From an optimization exercise on the open Yosys and OpenROAD flow, aimed at a short achievable clock period and few clock cycles per item; shortcuts taken in it are not production practice. Only simulation tests tie the RTL to the original design; equivalence was not proved. The clock input has no modelled driver; a real chip could not lean on it and would need a root buffer or a full tree.

==> flow/design.v <==
`default_nettype none
package sfsr_pkg;
    localparam int ID_W   = 16;
    localparam int BYTE_W = 8;
    localparam logic [BYTE_W-1:0] SYNC_A = 8'h55;
    localparam logic [BYTE_W-1:0] SYNC_B = 8'hAA;
endpackage
`default_nettype wire
`default_nettype none
module serial_frame_sender_with_resend_unit #(
    parameter int SLOTS       = 16,
    parameter int MAX_PAYLOAD = 15
) (
    input  wire               i_clk,
    input  wire               i_rst_n,
    input  wire               i_in_valid,
    output logic              o_in_ready,
    input  wire               i_req_type,
    input  wire  [sfsr_pkg::BYTE_W-1:0] i_data_byte,
    input  wire               i_last_byte,
    input  wire  [sfsr_pkg::ID_W-1:0]   i_resend_id,
    output logic              o_out_valid,
    input  wire               i_out_ready,
    output logic [sfsr_pkg::BYTE_W-1:0] o_out_byte,
    output logic              o_frame_end,
    output logic              o_error
);
    localparam int P_START = 0;
    localparam int P_AA    = 1;
    localparam int P_HI    = 2;
    localparam int P_LO    = 3;
    localparam int P_BODY  = 4;
    localparam int P_CSUM  = 5;
    logic       r_in_ready;
    logic       r_h_valid, r_h_type, r_h_last;
    logic [7:0] r_h_data;
    logic [15:0] r_h_rid;    
    logic       r_s_valid, r_s_type, r_s_last;
    logic [7:0] r_s_data;
    logic [15:0] r_s_rid;
    logic [5:0]   r_ph;
    logic         r_in_packet;
    logic [15:0]  r_id;
    logic [7:0]   r_sum;
    logic [3:0]   r_cnt;
    logic         r_full;    
    logic         r_rs;      
    logic         r_rb_ld;   
    logic [3:0]   r_rem;
    logic [119:0] r_rbuf;
    logic [15:0][14:0][7:0] r_mem;
    logic [15:0][3:0]       r_len;
    logic [15:0]  r_valid;
    logic [15:0]  r_dst_oh;    
    logic [7:0]   r_idsum;     
    logic         r_h_ok;      
    logic [7:0]   r_add;       
    logic       r_o_valid;
    logic [9:0] r_o_data;    
    logic       r_k_valid;
    logic [9:0] r_k_data;
    logic       can;
    logic       emit, pop;
    logic [7:0] e_byte;
    logic       e_end, e_err;
    logic [5:0] ph_n;
    logic       we, sum_add, sum_init, cnt_inc, open_pkt, close_pkt, shift, set_rs;
    logic       full, src_ok;
    logic [7:0] body_byte;
    assign can       = !r_k_valid;
    assign full      = r_full;
    assign src_ok    = r_h_ok;
    assign body_byte = r_ph[P_BODY] ? r_rbuf[7:0] : r_h_data;
    always_comb begin
        emit      = 1'b0;
        pop       = 1'b0;
        e_byte    = 8'h00;
        e_end     = 1'b0;
        e_err     = 1'b0;
        ph_n      = r_ph;
        we        = 1'b0;
        sum_add   = 1'b0;
        sum_init  = 1'b0;
        cnt_inc   = 1'b0;
        open_pkt  = 1'b0;
        close_pkt = 1'b0;
        shift     = 1'b0;
        set_rs    = 1'b0;
        if (can) begin
            if (r_ph[P_START]) begin
                if (r_h_valid) begin
                    emit = 1'b1;
                    if (!r_h_type) begin
                        if (!r_in_packet) begin
                            e_byte = sfsr_pkg::SYNC_A;
                            ph_n   = 6'b000010;
                        end else begin
                            if (full) begin
                                e_err = 1'b1;
                            end else begin
                                e_byte  = r_h_data;
                                we      = 1'b1;
                                sum_add = 1'b1;
                                cnt_inc = 1'b1;
                            end
                            pop = 1'b1;
                            if (r_h_last) ph_n = 6'b100000;
                        end
                    end else begin
                        pop = 1'b1;
                        if (r_in_packet || !src_ok) begin
                            e_err = 1'b1;
                        end else begin
                            set_rs = 1'b1;
                            e_byte = sfsr_pkg::SYNC_A;
                            ph_n   = 6'b000010;
                        end
                    end
                end
            end
            if (r_ph[P_AA]) begin
                emit   = 1'b1;
                e_byte = sfsr_pkg::SYNC_B;
                ph_n   = 6'b000100;
            end
            if (r_ph[P_HI]) begin
                emit   = 1'b1;
                e_byte = r_id[15:8];
                ph_n   = 6'b001000;
            end
            if (r_ph[P_LO]) begin
                emit     = 1'b1;
                e_byte   = r_id[7:0];
                sum_init = 1'b1;
                if (!r_rs) begin
                    open_pkt = 1'b1;
                    ph_n     = 6'b000001;
                end else begin
                    ph_n     = 6'b010000;
                end
            end
            if (r_ph[P_BODY]) begin
                emit    = 1'b1;
                e_byte  = r_rbuf[7:0];
                we      = 1'b1;
                sum_add = 1'b1;
                cnt_inc = 1'b1;
                shift   = 1'b1;
                if (r_rem == 4'd1) ph_n = 6'b100000;
            end
            if (r_ph[P_CSUM]) begin
                emit      = 1'b1;
                e_byte    = ~r_sum;
                e_end     = 1'b1;
                close_pkt = 1'b1;
                ph_n      = 6'b000001;
            end
        end
    end
    logic push, h_load, s_valid_n;
    logic [15:0] in_rid;
    assign in_rid    = 16'd1 << i_resend_id[3:0];
    assign push      = i_in_valid && r_in_ready;
    assign h_load    = !r_h_valid || pop;
    assign s_valid_n = r_s_valid ? !h_load : (push && !h_load);
    always_ff @(posedge i_clk) begin
        if (h_load) begin
            r_h_type <= r_s_valid ? r_s_type : i_req_type;
            r_h_data <= r_s_valid ? r_s_data : i_data_byte;
            r_h_last <= r_s_valid ? r_s_last : i_last_byte;
            r_h_rid  <= r_s_valid ? r_s_rid  : in_rid;
        end
        if (!r_s_valid) begin
            r_s_type <= i_req_type;
            r_s_data <= i_data_byte;
            r_s_last <= i_last_byte;
            r_s_rid  <= in_rid;
        end
    end
    logic [15:0] valid_n;
    logic        ok_s, ok_i, ok_h;
    assign valid_n = close_pkt ? (r_valid | r_dst_oh) : r_valid;
    assign ok_s    = |(valid_n & r_s_rid);
    assign ok_i    = |(valid_n & in_rid);
    assign ok_h    = |(valid_n & r_h_rid);
    logic [7:0] h_data_n;
    logic [7:0] rb_byte_n;
    assign h_data_n  = h_load ? (r_s_valid ? r_s_data : i_data_byte) : r_h_data;
    assign rb_byte_n = shift ? r_rbuf[15:8] : r_rbuf[7:0];
    always_ff @(posedge i_clk) begin
        if (!i_rst_n) r_h_ok <= 1'b0;
        else          r_h_ok <= h_load ? (r_s_valid ? ok_s : ok_i) : ok_h;
        r_add <= (r_ph[P_BODY] || (r_ph[P_LO] && r_rs)) ? rb_byte_n : h_data_n;
    end
    always_ff @(posedge i_clk) begin
        if (!i_rst_n) begin
            r_h_valid  <= 1'b0;
            r_s_valid  <= 1'b0;
            r_in_ready <= 1'b1;
        end else begin
            if (h_load) r_h_valid <= r_s_valid || push;
            r_s_valid  <= s_valid_n;
            r_in_ready <= !s_valid_n;
        end
    end
    always_ff @(posedge i_clk) begin
        if (!i_rst_n) begin
            r_ph        <= 6'b000001;
            r_in_packet <= 1'b0;
            r_id        <= '0;
            r_valid     <= '0;
            r_dst_oh    <= 16'd1;
        end else begin
            r_ph <= ph_n;
            if (open_pkt)  r_in_packet <= 1'b1;
            if (close_pkt) begin
                r_in_packet  <= 1'b0;
                r_id         <= r_id + 16'd1;
                r_valid      <= r_valid | r_dst_oh;
                r_dst_oh     <= {r_dst_oh[14:0], r_dst_oh[15]};
            end
        end
    end
    logic [119:0] slot_rd;
    logic [3:0]   len_rd;
    always_comb begin
        slot_rd = '0;
        len_rd  = '0;
        for (int k = 0; k < 16; k++) begin
            slot_rd = slot_rd | (r_mem[k] & {120{r_h_rid[k]}});
            len_rd  = len_rd  | (r_len[k] & {4{r_h_rid[k]}});
        end
    end
    always_ff @(posedge i_clk) begin
        r_idsum <= r_id[15:8] + r_id[7:0];
        if (sum_init) r_sum <= r_idsum;
        else if (sum_add) r_sum <= r_sum + r_add;
        if (sum_init) begin
            r_cnt  <= 4'd0;
            r_full <= 1'b0;
        end else if (cnt_inc) begin
            r_cnt  <= r_cnt + 4'd1;
            r_full <= (r_cnt == 4'd14);
        end
        if (r_ph[P_START]) r_rs <= set_rs;
        r_rb_ld <= ph_n[P_START];
        if (r_rb_ld) begin
            r_rbuf <= slot_rd;
            r_rem  <= len_rd;
        end else if (shift) begin
            r_rbuf <= {8'h00, r_rbuf[119:8]};
            r_rem  <= r_rem - 4'd1;
        end
        for (int k = 0; k < 16; k++) begin
            if (close_pkt && r_dst_oh[k]) r_len[k] <= r_cnt;
        end
    end
    logic [15:0] r_w_slot;    
    logic [14:0] r_w_idx;
    logic [7:0]  r_w_data;
    always_ff @(posedge i_clk) begin
        if (!i_rst_n) r_w_slot <= '0;
        else          r_w_slot <= we ? r_dst_oh : 16'd0;
        r_w_idx  <= 15'(16'd1 << r_cnt);
        r_w_data <= body_byte;
    end
    for (genvar s = 0; s < 16; s++) begin : g_slot
        for (genvar b = 0; b < 15; b++) begin : g_byte
            always_ff @(posedge i_clk) begin
                if (r_w_slot[s] && r_w_idx[b]) r_mem[s][b] <= r_w_data;
            end
        end
    end
    logic       o_load;
    logic [9:0] e_data;
    assign o_load = !r_o_valid || i_out_ready;
    assign e_data = {e_byte, e_end, e_err};
    always_ff @(posedge i_clk) begin
        if (o_load) r_o_data <= r_k_valid ? r_k_data : e_data;
        if (!r_k_valid) r_k_data <= e_data;
    end
    always_ff @(posedge i_clk) begin
        if (!i_rst_n) begin
            r_o_valid <= 1'b0;
            r_k_valid <= 1'b0;
        end else begin
            if (o_load) begin
                r_o_valid <= r_k_valid || emit;
                r_k_valid <= 1'b0;
            end else if (emit) begin
                r_k_valid <= 1'b1;
            end
        end
    end
    assign o_in_ready  = r_in_ready;
    assign o_out_valid = r_o_valid;
    assign o_out_byte  = r_o_data[9:2];
    assign o_frame_end = r_o_data[1];
    assign o_error     = r_o_data[0];
endmodule
`default_nettype wire
export LEC_CHECK = 0
export ABC_CLOCK_PERIOD_IN_PS = 2000
export CAP_MARGIN = 20
export CORE_MARGIN = 2
export CORE_UTILIZATION = 45
export SETUP_SLACK_MARGIN = 3.3
export SLEW_MARGIN = 20
export TNS_END_PERCENT = 100
create_clock -name core_clock -period 5.5 [get_ports {i_clk}]
standard.sh (not shown) runs the stock make flow with config.mk's settings and CLKGATE_MAP_FILE= SYNTH_SCRIPT=/design/flow/synth_recipe.tcl, a recipe that flattens the netlist after the stock synthesis.
==> flow/flow/run.sh <==
#!/bin/bash
# Own flow: the standard ORFS flow (standard.sh), except that
#  - the clock tree is built by flow/mcts_hook.tcl (a PRE_CTS hook) instead of
#    TritonCTS, and
#  - antenna repair runs with a ratio margin (flow/ant_hook.tcl) and up to 10
#    repair passes after detailed routing.
# make's full output goes to make_finish.log; ORFS writes each step's log
# under orfs/logs.
set -euo pipefail
W=$(pwd)
export PRE_CTS_TCL="$W/flow/mcts_hook.tcl"
export PRE_GLOBAL_ROUTE_TCL="$W/flow/ant_hook.tcl"
export PRE_DETAIL_ROUTE_TCL="$W/flow/ant_hook.tcl"
export MAX_REPAIR_ANTENNAS_ITER_DRT=10
bash standard.sh finish > "$W/make_finish.log" 2>&1
==> flow/flow/mcts_hook.tcl <==
# PRE_CTS hook: builds a two-level clock tree by hand, then turns the
# stock clock_tree_synthesis call of cts.tcl into a no-op.
#   i_clk -> 4 root clkbuf_16 (one per quarter of the leaves)
#         -> one clkbuf_16 per tile of at most 26 flip-flops -> flip-flops
# manual two-level clock tree: port -> NROOT root clkbuf_16 -> leaf clkbuf_16 per tile -> flops
proc mcts_build { G nroot maxper {leafm sky130_fd_sc_hd__clkbuf_16} } {
  set db [ord::get_db]
  set block [ord::get_db_block]
  set m [$db findMaster sky130_fd_sc_hd__clkbuf_16]
  set clk [$block findNet i_clk]
  set die [$block getDieArea]
  set x0 [$die xMin]; set y0 [$die yMin]; set x1 [$die xMax]; set y1 [$die yMax]
  set sinks {}
  foreach it [$clk getITerms] {
    set inst [$it getInst]
    lassign [$inst getLocation] x y
    lappend sinks [list $it $x $y]
  }
  puts "MCTS sinks [llength $sinks]"
  # tiles
  array set tile {}
  foreach s $sinks {
    lassign $s it x y
    set tx [expr {min($G-1, int(double($x-$x0)*$G/($x1-$x0)))}]
    set ty [expr {min($G-1, int(double($y-$y0)*$G/($y1-$y0)))}]
    lappend tile($tx,$ty) $s
  }
  # split big tiles by x (recursively halves)
  set groups {}
  foreach k [array names tile] {
    set todo [list $tile($k)]
    while {[llength $todo]} {
      set g [lindex $todo 0]; set todo [lrange $todo 1 end]
      if {[llength $g] > $maxper} {
        # split along the longer side
        set xs [lmap s $g {lindex $s 1}]; set ys [lmap s $g {lindex $s 2}]
        set dx [expr {[tcl::mathfunc::max {*}$xs] - [tcl::mathfunc::min {*}$xs]}]
        set dy [expr {[tcl::mathfunc::max {*}$ys] - [tcl::mathfunc::min {*}$ys]}]
        set idx [expr {$dx >= $dy ? 1 : 2}]
        set g [lsort -integer -index $idx $g]
        set h [expr {[llength $g]/2}]
        lappend todo [lrange $g 0 [expr {$h-1}]] [lrange $g $h end]
      } else {
        lappend groups $g
      }
    }
  }
  puts "MCTS leaves [llength $groups]"
  # leaf buffers
  set leaves {}
  set i 0
  foreach g $groups {
    set sx 0; set sy 0
    foreach s $g { incr sx [lindex $s 1]; incr sy [lindex $s 2] }
    set cx [expr {$sx / [llength $g]}]; set cy [expr {$sy / [llength $g]}]
    set b [odb::dbInst_create $block [$db findMaster $leafm] "mcts_leaf_$i"]
    $b setLocation $cx $cy
    $b setPlacementStatus PLACED
    set n [odb::dbNet_create $block "mcts_leafnet_$i"]
    $n setSigType CLOCK
    [$b findITerm X] connect $n
    foreach s $g { set it [lindex $s 0]; $it disconnect; $it connect $n }
    lappend leaves [list $b $cx $cy]
    incr i
  }
  # roots: split leaves into nroot groups by angle/quadrant (sort by x then by y)
  set xm [expr {($x0+$x1)/2}]; set ym [expr {($y0+$y1)/2}]
  set rg {}
  if {$nroot == 4} {
    set ls [lsort -integer -index 1 $leaves]
    set h [expr {[llength $ls]/2}]
    foreach half [list [lrange $ls 0 [expr {$h-1}]] [lrange $ls $h end]] {
      set hs [lsort -integer -index 2 $half]
      set hh [expr {[llength $hs]/2}]
      lappend rg [lrange $hs 0 [expr {$hh-1}]] [lrange $hs $hh end]
    }
  } else {
    set rg [list $leaves]
  }
  set j 0
  foreach g $rg {
    set sx 0; set sy 0
    foreach l $g { incr sx [lindex $l 1]; incr sy [lindex $l 2] }
    set cx [expr {$sx / [llength $g]}]; set cy [expr {$sy / [llength $g]}]
    set b [odb::dbInst_create $block $m "mcts_root_$j"]
    $b setLocation $cx $cy
    $b setPlacementStatus PLACED
    set n [odb::dbNet_create $block "mcts_rootnet_$j"]
    $n setSigType CLOCK
    [$b findITerm X] connect $n
    foreach l $g { [[lindex $l 0] findITerm A] connect $n }
    [$b findITerm A] connect $clk
    puts "MCTS root $j leaves [llength $g]"
    incr j
  }
}

mcts_build 8 4 26 sky130_fd_sc_hd__clkbuf_16
rename clock_tree_synthesis orfs_clock_tree_synthesis
proc clock_tree_synthesis { args } {
  puts "clock tree built by mcts_hook.tcl; stock clock_tree_synthesis skipped"
  # as clock_tree_synthesis does, time the clock through the built tree
  set_propagated_clock [all_clocks]
}
Other scripts of this flow, unchanged in this note and not shown: flow/flow/ant_hook.tcl
The first run completed with no timing, DRC or antenna violations.
Testbench counts at the start, summed over its fixed seeds: cycles 41,490, items 41,474.
==> next run, changes <==
--- a/flow/flow/mcts_hook.tcl
+++ b/flow/flow/mcts_hook.tcl
@@ -4,3 +4,4 @@
-#         -> one clkbuf_16 per tile of at most 26 flip-flops -> flip-flops
-# manual two-level clock tree: port -> NROOT root clkbuf_16 -> leaf clkbuf_16 per tile -> flops
-proc mcts_build { G nroot maxper {leafm sky130_fd_sc_hd__clkbuf_16} } {
+#         -> one clkbuf_16 per group of at most 26 flip-flops -> flip-flops
+#  (groups: recursive bisection of the flip-flops into ceil(n/26) groups)
+# manual two-level clock tree: port -> NROOT root clkbuf_16 -> leaf clkbuf_16 per group -> flops
+proc mcts_build { unused nroot maxper {leafm sky130_fd_sc_hd__clkbuf_16} } {
@@ -20,9 +21,2 @@
-  # tiles
-  array set tile {}
-  foreach s $sinks {
-    lassign $s it x y
-    set tx [expr {min($G-1, int(double($x-$x0)*$G/($x1-$x0)))}]
-    set ty [expr {min($G-1, int(double($y-$y0)*$G/($y1-$y0)))}]
-    lappend tile($tx,$ty) $s
-  }
-  # split big tiles by x (recursively halves)
+  # k-way recursive bisection of the sinks into ceil(n/maxper) groups
+  set k [expr {int(ceil(double([llength $sinks]) / $maxper))}]
@@ -30,17 +24,13 @@
-  foreach k [array names tile] {
-    set todo [list $tile($k)]
-    while {[llength $todo]} {
-      set g [lindex $todo 0]; set todo [lrange $todo 1 end]
-      if {[llength $g] > $maxper} {
-        # split along the longer side
-        set xs [lmap s $g {lindex $s 1}]; set ys [lmap s $g {lindex $s 2}]
-        set dx [expr {[tcl::mathfunc::max {*}$xs] - [tcl::mathfunc::min {*}$xs]}]
-        set dy [expr {[tcl::mathfunc::max {*}$ys] - [tcl::mathfunc::min {*}$ys]}]
-        set idx [expr {$dx >= $dy ? 1 : 2}]
-        set g [lsort -integer -index $idx $g]
-        set h [expr {[llength $g]/2}]
-        lappend todo [lrange $g 0 [expr {$h-1}]] [lrange $g $h end]
-      } else {
-        lappend groups $g
-      }
-    }
+  set todo [list [list $k $sinks]]
+  while {[llength $todo]} {
+    lassign [lindex $todo 0] gk g
+    set todo [lrange $todo 1 end]
+    if {$gk <= 1} { lappend groups $g; continue }
+    set xs [lmap s $g {lindex $s 1}]; set ys [lmap s $g {lindex $s 2}]
+    set dx [expr {[tcl::mathfunc::max {*}$xs] - [tcl::mathfunc::min {*}$xs]}]
+    set dy [expr {[tcl::mathfunc::max {*}$ys] - [tcl::mathfunc::min {*}$ys]}]
+    set idx [expr {$dx >= $dy ? 1 : 2}]
+    set g [lsort -integer -index $idx $g]
+    set k1 [expr {$gk / 2}]
+    set n1 [expr {int(round(double([llength $g]) * $k1 / $gk))}]
+    lappend todo [list $k1 [lrange $g 0 [expr {$n1-1}]]] [list [expr {$gk-$k1}] [lrange $g $n1 end]]
What happened: Cell area decreases by 0.45%. Via count increases by 0.39%. Worst setup slack hardly moves. Synthesized cell count stays the same. Sequential cell count stays the same. Die area stays the same.
In every run of this note, the design's own scripts or RTL, not TritonCTS, make the clock network.

==> port drivers added, routing unchanged <==
No port has a modelled driver above. Below, the same layouts with a new extraction and two added sets of constraints.
Step 1 assumes that a clkbuf_16 drives the clock port and a buf_2 every other input.
Step 2, shift: input delay + t, output delay - t, t = (earliest + latest rising clock arrival at the registers) / 2. This alone moves slack from input paths to output paths.
a / b / c = no drivers / after step 1 / after step 2; a / b = the first two.
run	shift t [ns]	setup slack, ns	worst setup path after step 2	worst slew at a driven data input, ns
the first run	0.810	3.240 / 3.054 / 2.773	input to register	0.04
the second run	0.783	3.242 / 3.073 / 2.780	input to register	0.04
After both steps setup and hold are still met in every run listed. For the first run, which loses most, drivers alone change the setup slack by -0.186 ns; drivers and shift together by -0.467 ns.
